Background: an optimization exercise with open tools, aiming at small area. Do not read the settings as production practice.
Function was checked by simulation only, so behaviour that the tests miss may differ from the original.
The clock port is modelled as an ideal driver; clocking choices that lean on that would not hold on a real chip.

run 1:
// booth_mul
module booth_mul (
  input  logic                     Clk,
  input  logic                     Reset,
  input  logic                     start,
  input  logic [1:0]               op,
  input  logic [mul_pkg::XLEN-1:0] a,
  input  logic [mul_pkg::XLEN-1:0] b,
  input  logic [mul_pkg::RD_W-1:0] rd,
  output logic                     done,
  output logic [mul_pkg::RD_W-1:0] rd_out,
  output logic [mul_pkg::XLEN-1:0] result
);
==> flow/config.mk <==
export PLATFORM = sky130hd
export DESIGN_NAME = booth_mul
export DESIGN_NICKNAME = booth_mul
export VERILOG_FILES = /design/flow/design.v
export SDC_FILE = /design/flow/constraint.sdc
export NUM_CORES = 4
export LEC_CHECK = 0
export ABC_AREA = 1
export CAP_MARGIN = 0
export CORE_MARGIN = 2
export CORE_UTILIZATION = 40
export SLEW_MARGIN = 0
==> flow/constraint.sdc <==
create_clock -name core_clock -period 4.5 [get_ports {Clk}]
set_input_delay 0.9000 -clock core_clock [delete_from_list [all_inputs] [get_ports {Clk}]]
set_output_delay 0.9000 -clock core_clock [all_outputs]
set_load 0.01 [all_outputs]
standard.sh (not shown) runs the stock make flow with config.mk's settings and CLKGATE_MAP_FILE= SYNTH_SCRIPT=/design/flow/synth_recipe.tcl, a recipe that flattens the netlist after the stock synthesis.
==> flow/flow/run.sh <==
#!/bin/bash
# Own layout flow: the standard flow (standard.sh) with five changes.
#  1. After the standard synthesis, polfix.py removes inverters between full
#     adders by reading some adders as working on complemented values (a full
#     adder is self-dual); the logic function and the registers are unchanged.
#  2. Ports are buffered with buf_1 instead of the default buffer cell.
#  3. Global placement keeps no buffers from its timing-driven repair
#     (GPL_KEEP_OVERFLOW=0); the later repair steps still run.
#  4. Clock tree synthesis uses clusters of up to 25 registers within 100 um
#     and no dummy loads.
#  5. After clock tree synthesis, skew.tcl delays the clock of the stage-1
#     registers (x1, y1, gg1, gp1: between the multiplier tree and the final
#     adder) by a chain of two clock buffers per leaf net (at most
#     12 registers per chain). Both their input and output
#     paths are register-to-register paths inside the design.
# Each tool's output goes to a log file of its own in this folder.
set -euo pipefail
W=$(pwd)
F=$W/flow
R=$W/orfs/results/${FLOW_PLATFORM}/booth_mul/base
LIB=$FLOW_HOME/platforms/$FLOW_PLATFORM/lib/sky130_fd_sc_hd__tt_025C_1v80.lib
export BUFFER_PORTS_ARGS="-buffer_cell sky130_fd_sc_hd__buf_1"
export GPL_KEEP_OVERFLOW=0
export CTS_ARGS="-sink_clustering_enable -repair_clock_nets -sink_clustering_size 25 -sink_clustering_max_diameter 100 -dont_use_dummy_load"

bash standard.sh synth > $W/log_1_synth.log 2>&1
cp $R/1_2_yosys.v $W/standard_synth.v
python3 $F/polfix.py $W/standard_synth.v $R/1_2_yosys.v > $W/log_2_polfix.log 2>&1
rm -f $R/1_synth.odb $R/1_synth.sdc
bash standard.sh cts > $W/log_3_floorplan_place_cts.log 2>&1
cp $R/4_cts.odb $W/cts_before_skew.odb
SKEW_MAX=12 SKEW_DB=$W/cts_before_skew.odb SKEW_LIB=$LIB SKEW_BUF="sky130_fd_sc_hd__clkbuf_2 sky130_fd_sc_hd__clkbuf_8" \
  SKEW_REGEXP='^(x1|y1|gg1|gp1)[^A-Za-z0-9_]' SKEW_OUT=$R/4_cts.odb \
  openroad -no_init -exit $F/skew.tcl > $W/log_4_skew.log 2>&1
bash standard.sh finish > $W/log_5_route_finish.log 2>&1
Other scripts of this flow, unchanged in this note and not shown: flow/flow/polfix.py, flow/flow/skew.tcl
Run 1: PASS, flow complete, no timing, DRC or antenna violations
[inputs] run 2 vs run 1
-- flow/config.mk --
<<< run 1, line 10
export CORE_MARGIN = 2
export CORE_UTILIZATION = 40
export SLEW_MARGIN = 0
>>> run 2, line 10
export CORE_MARGIN = 2
export CORE_UTILIZATION = 50
export SLEW_MARGIN = 0
==> run summary <==
Routed wire length was higher in run 2 than in run 1.
Delta(met1 routing resource usage after global routing, run 2 - run 1) > 0
| setup slack of the most critical reg-to-reg path | run 1 vs run 2 | ≈ equal |
In run 2, the global-route usage came out 9.4 points above the value in run 1.
Worst setup timing slack at the placement stage (run 2 over run 1): decrease, 0.031 ns
Input-level comparison between run 3 and run 2:
-- flow/flow/run.sh --
<<< run 2, line 1
#!/bin/bash
# Own layout flow: the standard flow (standard.sh) with five changes.
#  1. After the standard synthesis, polfix.py removes inverters between full
>>> run 3, line 1
#!/bin/bash
# Own layout flow: the standard flow (standard.sh) with four changes.
#  1. After the standard synthesis, polfix.py removes inverters between full
<<< run 2, line 6
#  2. Ports are buffered with buf_1 instead of the default buffer cell.
#  3. Global placement keeps no buffers from its timing-driven repair
#     (GPL_KEEP_OVERFLOW=0); the later repair steps still run.
#  4. Clock tree synthesis uses clusters of up to 25 registers within 100 um
#     and no dummy loads.
#  5. After clock tree synthesis, skew.tcl delays the clock of the stage-1
#     registers (x1, y1, gg1, gp1: between the multiplier tree and the final
>>> run 3, line 6
#  2. Ports are buffered with buf_1 instead of the default buffer cell.
#  3. Clock tree synthesis uses clusters of up to 25 registers within 100 um
#     and no dummy loads.
#  4. After clock tree synthesis, skew.tcl delays the clock of the stage-1
#     registers (x1, y1, gg1, gp1: between the multiplier tree and the final
<<< run 2, line 22
export BUFFER_PORTS_ARGS="-buffer_cell sky130_fd_sc_hd__buf_1"
export GPL_KEEP_OVERFLOW=0
export CTS_ARGS="-sink_clustering_enable -repair_clock_nets -sink_clustering_size 25 -sink_clustering_max_diameter 100 -dont_use_dummy_load"
>>> run 3, line 20
export BUFFER_PORTS_ARGS="-buffer_cell sky130_fd_sc_hd__buf_1"
export CTS_ARGS="-sink_clustering_enable -repair_clock_nets -sink_clustering_size 25 -sink_clustering_max_diameter 100 -dont_use_dummy_load"
-- flow/config.mk --
<<< run 2, line 8
export ABC_AREA = 1
export CAP_MARGIN = 0
export CORE_MARGIN = 2
export CORE_UTILIZATION = 50
export SLEW_MARGIN = 0
>>> run 3, line 8
export ABC_AREA = 1
export CAP_MARGIN = 20
export CORE_MARGIN = 2
export CORE_UTILIZATION = 40
export PLACE_DENSITY = 0.85
export SLEW_MARGIN = 20
[summary]
Comparing utilization for run 2 and run 3, the bigger number came from run 2. Clock network area share was lower in run 3 than in run 2. Run 2 → run 3: global-route wire length before repair -6.8%; wire length -about 11%; setup slack after layout +0.061 ns. Cell type of the slowest stage on the worst timing path = fa_2: run 2; cell type of the slowest stage on the worst timing path = fa_1: run 3. Re average wire length per cell after detail routing: run 3 is about 16% down on run 2.
Modified inputs, run 4 compared to run 3
-- flow/config.mk --
<<< run 3, line 11
export CORE_UTILIZATION = 40
export PLACE_DENSITY = 0.85
export SLEW_MARGIN = 20
>>> run 4, line 11
export CORE_UTILIZATION = 40
export GPL_TIMING_DRIVEN = 0
export SLEW_MARGIN = 20
==> comparison <==
Run 3 | status: complete | timing, DRC, antenna: pass
Run 4: flow complete, layout not clean; failing: setup timing
Between run 3 and run 4, the flow reports area of the multi-input gates increasing by a few percent.
Run 4 vs run 3: weighted congestion at the end of routability-driven global placement up by a few percent
Compared with run 3, in run 4 maximum frequency fell by 12 MHz, summed negative setup slack over all endpoints fell by 0.099 ns.
Between run 3 and run 4, detailed placement HPWL is higher for run 4, run 3 comes in under that.
Run 4 ended up with gg1[7] as its timing endpoint of the critical path; run 3 ended up with y1[4].
Relative to run 3, slew at the pin closest to its max-slew limit increased by 0.20 ns in run 4.
Setup slack (lower): run 4
Post-route fraction of the period consumed by the critical path in run 4 vs run 3: up 5.5 points
Cmp run 4 vs run 3: layout overhead on the synthesized area higher in run 4
Run 4 vs run 3 — overall via count from detail_route rose 2211.
Start point of the critical path = a0_n[30]: run 4; start point of the critical path = a0_n[20]: run 3

-- separate check: timing with driven ports --
No port has a modelled driver above. Below, the same layouts with a new extraction and two added sets of constraints. Step 1 (the two cells are an assumption about what drives the block):
set clk [get_ports {Clk}]
set_driving_cell -lib_cell sky130_fd_sc_hd__clkbuf_16 $clk
set_driving_cell -lib_cell sky130_fd_sc_hd__buf_2 [delete_from_list [all_inputs] $clk]
Step 2, shift: input delay + t, output delay - t, t = (earliest + latest rising clock arrival at the registers) / 2. This alone moves slack from input paths to output paths. Three values: no drivers, after step 1, after step 2; two values: the first two.
run	shift t [ns]	setup WS [ns]	worst setup path after step 2	clock arrival spread, ns
run 1	0.746	0.103 / 0.103 / 0.103	register to register	0.298 / 0.299
run 2	0.751	0.099 / 0.099 / 0.099	register to register	0.314 / 0.314
run 3	0.741	0.160 / 0.160 / 0.160	register to register	0.331 / 0.330
run 4	0.744	-0.088 / -0.088 / -0.088	register to register	0.309 / 0.310
Clock arrivals are far apart in run 2, run 3 and run 4, so t is only a midpoint there and step 2 fits no single register.
